This design comes from an exercise in tuning for small area and a short achievable clock period on the open sky130 flow, not from production work.
The RTL was checked by simulation tests, not by an equivalence proof against the original design.
Power figures rest on the tool's default switching activity, not on a simulated workload.

==> flow/design.v <==
package psram_pkg;
    typedef enum logic [1:0] {
        ST_IDLE  = 2'd0,
        ST_LAT   = 2'd1,
        ST_WRITE = 2'd2,
        ST_READ  = 2'd3
    } psram_state_e;
    localparam int PSRAM_ADR_W = 23;
    localparam int PSRAM_DAT_W = 16;
    localparam int PSRAM_LATENCY_MIN = 2;
    localparam int PSRAM_LATENCY_MAX = 7;
endpackage
module psram_resp_mem
#(
    parameter int ADR_W  = 8,
    parameter int GROUPS = 16,
    parameter int LINES  = 4
) (
    input  logic                   clk_i,
    input  logic                   i_par,
    input  logic                   i_we,
    input  logic [(1<<(ADR_W-ADR_W/2))-1:0] i_hi_n,
    input  logic [LINES-1:0][(1<<(ADR_W/2))-1:0]  i_gl_n,
    input  logic [psram_pkg::PSRAM_DAT_W-1:0] i_wx,
    output logic [psram_pkg::PSRAM_DAT_W-1:0] o_rdat
);
    localparam int LO_N  = 1 << (ADR_W / 2);
    localparam int HI_N  = 1 << (ADR_W - ADR_W / 2);
    localparam int WORDS = 1 << ADR_W;
    localparam int GW    = WORDS / GROUPS;
    localparam int LW    = WORDS / LINES;
    localparam int DW    = psram_pkg::PSRAM_DAT_W;
    logic [WORDS-1:0][DW-1:0]  r_mem;
    logic [GROUPS-1:0][DW-1:0] r_grp;
    logic [WORDS-1:0]          w_we;
    logic [HI_N-1:0]           w_hi_we_n;
    logic [WORDS-1:0]          w_sel_n;
    logic [WORDS-1:0][DW-1:0]  w_hit;
    logic [GROUPS-1:0][DW-1:0] w_grp;
    logic [DW-1:0]             w_and;
    assign w_hi_we_n = i_hi_n | ~{HI_N{i_we}};
    for (genvar w = 0; w < WORDS; w++) begin : g_word
        assign w_we[w]    = ~(w_hi_we_n[w / LO_N] | i_gl_n[w / LW][w % LO_N]);
        assign w_sel_n[w] = i_hi_n[w / LO_N] | i_gl_n[w / LW][w % LO_N];
        assign w_hit[w]   = r_mem[w] | {DW{w_sel_n[w]}};
        always_ff @(posedge clk_i) begin
            r_mem[w] <= ~(({DW{w_we[w]}} | r_mem[w]) & ({DW{w_sel_n[w]}} | i_wx));
        end
    end
    always_comb begin
        for (int g = 0; g < GROUPS; g++) begin
            w_grp[g] = '1;
            for (int w = g * GW; w < (g + 1) * GW; w++) begin
                w_grp[g] = w_grp[g] & w_hit[w];
            end
        end
    end
    always_ff @(posedge clk_i) begin
        r_grp <= w_grp;
    end
    always_comb begin
        w_and = '1;
        for (int g = 0; g < GROUPS; g++) begin
            w_and = w_and & r_grp[g];
        end
    end
    assign o_rdat = w_and ^ ~{DW{i_par}};
endmodule
module psram_burst_responder
#(
    parameter int ADR_W   = 8,
    parameter int LATENCY = 3
) (
    input  logic                   clk_i,
    input  logic                   rst_i,
    input  logic [psram_pkg::PSRAM_ADR_W-1:0] psram_adr,
    input  logic [psram_pkg::PSRAM_DAT_W-1:0] psram_dat_i,
    output logic [psram_pkg::PSRAM_DAT_W-1:0] psram_dat_o,
    output logic                   psram_dat_oe,
    output logic                   psram_wait,
    input  logic                   psram_ce_n,
    input  logic                   psram_adv_n,
    input  logic                   psram_we_n,
    input  logic                   psram_oe_n
);
    localparam int LO_W = ADR_W / 2;
    localparam int HI_W = ADR_W - LO_W;
    localparam int LO_N = 1 << LO_W;
    localparam int HI_N = 1 << HI_W;
    localparam int GROUPS = 16;              
    localparam int LINES  = 4;               
    localparam int GROWS  = HI_N / LINES;
    localparam logic [2:0] CNT_LOAD = 3'(LATENCY - 2);
    psram_pkg::psram_state_e           r_state;
    logic [2:0]             r_cnt;
    logic                   r_wr;
    logic [HI_N-1:0]        r_hi_n;
    logic [LO_N-1:0]        r_lo_n;
    logic [LINES-1:0][LO_N-1:0] r_gl_n;
    logic                   r_par;
    logic                   r_wen;
    logic [psram_pkg::PSRAM_DAT_W-1:0] r_wx;
    logic [psram_pkg::PSRAM_DAT_W-1:0] r_dat_o;
    logic                   r_dat_oe;
    logic                   r_wait;
    logic                   w_data_edge;
    logic                   w_load;
    logic                   w_inc;
    logic                   w_mem_we;
    logic [HI_N-1:0]        w_hi_nx;
    logic [LO_N-1:0]        w_lo_nx;
    logic [HI_N-1:0]        w_adr_hi;
    logic [LO_N-1:0]        w_adr_lo;
    logic [psram_pkg::PSRAM_DAT_W-1:0] w_rdat;
    logic                   w_adr_unused;
    assign w_adr_unused = ^psram_adr[psram_pkg::PSRAM_ADR_W-1:ADR_W];
    assign w_data_edge = ~psram_ce_n & psram_adv_n;
    assign w_load      = ~psram_ce_n & ~psram_adv_n;
    assign w_mem_we    = ~rst_i & w_data_edge & (r_state == psram_pkg::ST_WRITE);
    assign w_inc       = r_wen |
                         (w_data_edge &
                          ((r_state == psram_pkg::ST_READ) |
                           ((r_state == psram_pkg::ST_LAT) & (r_cnt <= 3'd1) & ~r_wr)));
    for (genvar i = 0; i < HI_N; i++) begin : g_adr_hi
        assign w_adr_hi[i] = (psram_adr[ADR_W-1:LO_W] == HI_W'(i));
    end
    for (genvar i = 0; i < LO_N; i++) begin : g_adr_lo
        assign w_adr_lo[i] = (psram_adr[LO_W-1:0] == LO_W'(i));
    end
    always_comb begin
        if (rst_i) begin
            w_hi_nx = ~HI_N'(1);
            w_lo_nx = ~LO_N'(1);
        end else if (w_load) begin
            w_hi_nx = ~w_adr_hi;
            w_lo_nx = ~w_adr_lo;
        end else if (w_inc) begin
            w_lo_nx = {r_lo_n[LO_N-2:0], r_lo_n[LO_N-1]};
            w_hi_nx = r_lo_n[LO_N-1] ? r_hi_n : {r_hi_n[HI_N-2:0], r_hi_n[HI_N-1]};
        end else begin
            w_hi_nx = r_hi_n;
            w_lo_nx = r_lo_n;
        end
    end
    psram_resp_mem #(
        .ADR_W  (ADR_W),
        .GROUPS (GROUPS),
        .LINES  (LINES)
    ) u_mem (
        .clk_i  (clk_i),
        .i_par  (r_par),
        .i_we   (r_wen),
        .i_hi_n (r_hi_n),
        .i_gl_n (r_gl_n),
        .i_wx   (r_wx),
        .o_rdat (w_rdat)
    );
    always_ff @(posedge clk_i) begin
        r_par <= ~r_par;
    end
    always_ff @(posedge clk_i) begin
        r_wen <= w_mem_we;
        r_wx  <= w_mem_we ? (psram_dat_i ^ ~{psram_pkg::PSRAM_DAT_W{r_par}})
                          : '1;
    end
    always_ff @(posedge clk_i) begin
        r_hi_n <= w_hi_nx;
        r_lo_n <= w_lo_nx;
        for (int g = 0; g < LINES; g++) begin
            r_gl_n[g] <= w_lo_nx | {LO_N{&w_hi_nx[g*GROWS +: GROWS]}};
        end
        r_dat_o <= w_rdat;
    end
    always_ff @(posedge clk_i) begin
        if (rst_i) begin
            r_state  <= psram_pkg::ST_IDLE;
            r_cnt    <= '0;
            r_wr     <= 1'b0;
            r_dat_oe <= 1'b0;
            r_wait   <= 1'b0;
        end else if (psram_ce_n) begin
            r_state  <= psram_pkg::ST_IDLE;
            r_wait   <= 1'b0;
            r_dat_oe <= 1'b0;
        end else if (!psram_adv_n) begin
            r_state  <= psram_pkg::ST_LAT;
            r_wr     <= ~psram_we_n;
            r_cnt    <= CNT_LOAD;
            r_wait   <= 1'b1;
            r_dat_oe <= 1'b0;
        end else begin
            unique case (r_state)
                psram_pkg::ST_IDLE: begin
                end
                psram_pkg::ST_LAT: begin
                    if (r_cnt != 3'd0) begin
                        r_cnt <= r_cnt - 3'd1;
                    end else if (r_wr) begin
                        r_state <= psram_pkg::ST_WRITE;
                        r_wait  <= 1'b0;
                    end else begin
                        r_state  <= psram_pkg::ST_READ;
                        r_wait   <= 1'b0;
                        r_dat_oe <= ~psram_oe_n;
                    end
                end
                psram_pkg::ST_WRITE: begin
                end
                psram_pkg::ST_READ: begin
                    r_dat_oe <= ~psram_oe_n;
                end
                default: begin
                    r_state <= psram_pkg::ST_IDLE;
                end
            endcase
        end
    end
    assign psram_dat_o  = r_dat_o;
    assign psram_dat_oe = r_dat_oe;
    assign psram_wait   = r_wait;
endmodule
==> flow/config.mk <==
export PLATFORM = sky130hd
export DESIGN_NAME = psram_burst_responder
export DESIGN_NICKNAME = psram_burst_responder
export VERILOG_FILES = /design/flow/design.v
export SDC_FILE = /design/flow/constraint.sdc
export NUM_CORES = 4
export LEC_CHECK = 0
export CAP_MARGIN = 30
export CORE_MARGIN = 2
export CORE_UTILIZATION = 60
export CTS_CLUSTER_DIAMETER = 60
export CTS_CLUSTER_SIZE = 20
export SETUP_SLACK_MARGIN = 2.6
export SLEW_MARGIN = 30
export SYNTH_MEMORY_MAX_BITS = 8192
==> flow/constraint.sdc <==
create_clock -name core_clock -period 5.0 [get_ports {clk_i}]
set_input_delay 1.0000 -clock core_clock [delete_from_list [all_inputs] [get_ports {clk_i}]]
set_output_delay 1.0000 -clock core_clock [all_outputs]
set_load 0.01 [all_outputs]
run.sh (not shown) runs the stock make flow with config.mk's settings and CLKGATE_MAP_FILE= SYNTH_SCRIPT=/design/flow/synth_recipe.tcl, a recipe that flattens the netlist after the stock synthesis.
Change:
- CAP_MARGIN: 30 -> 20
- CORE_UTILIZATION: 60 -> 70
- CTS_CLUSTER_DIAMETER: 60 -> 70
- CTS_CLUSTER_SIZE: 20 -> 25
- SLEW_MARGIN: 30 -> 20
=> The changed run produced a clean layout. Count of clock-buffer cells in the layout is lower by 101. Utilization is higher by 9.4 points. Final area is lower by a few percent. Global-route usage is higher by 5.5 points. Fmax is lower by a few percent. First-iteration DRC count is higher by about a fifth. Worst hold slack is better by 0.010 ns. Power is lower by a few percent. Clock skew is lower by 0.019 ns.

## static timing again, ports no longer ideal
In the flow no input, the clock included, has a driving cell. The finished layouts below were timed again as built, in two steps. Step 1, drivers: a clkbuf_16 drives clk_i and a buf_2 each remaining input, both assumed. Step 2 moves the port delays by t, midway between the first and last clock arrival at a register: inputs arrive t later, outputs are due t later. That takes back most of the time a late clock gives input paths. Three values: ideal ports, drivers, drivers and shift; two values: the first two.
run	t, ns	setup WS [ns]	hold slack, ns	slew at the worst register clock pin (ns)	pins driven straight from the clock port
the first run	1.066	2.502 / 2.428 / 1.634	0.428 / 0.436 / 0.436	0.09 / 0.09	1
the second run	0.973	2.349 / 2.349 / 1.611	0.439 / 0.439 / 0.439	0.10 / 0.10	1
After both steps every run listed still meets setup and hold. For the first run, which loses most, drivers alone change the setup slack by -0.074 ns; drivers and shift together by -0.868 ns.
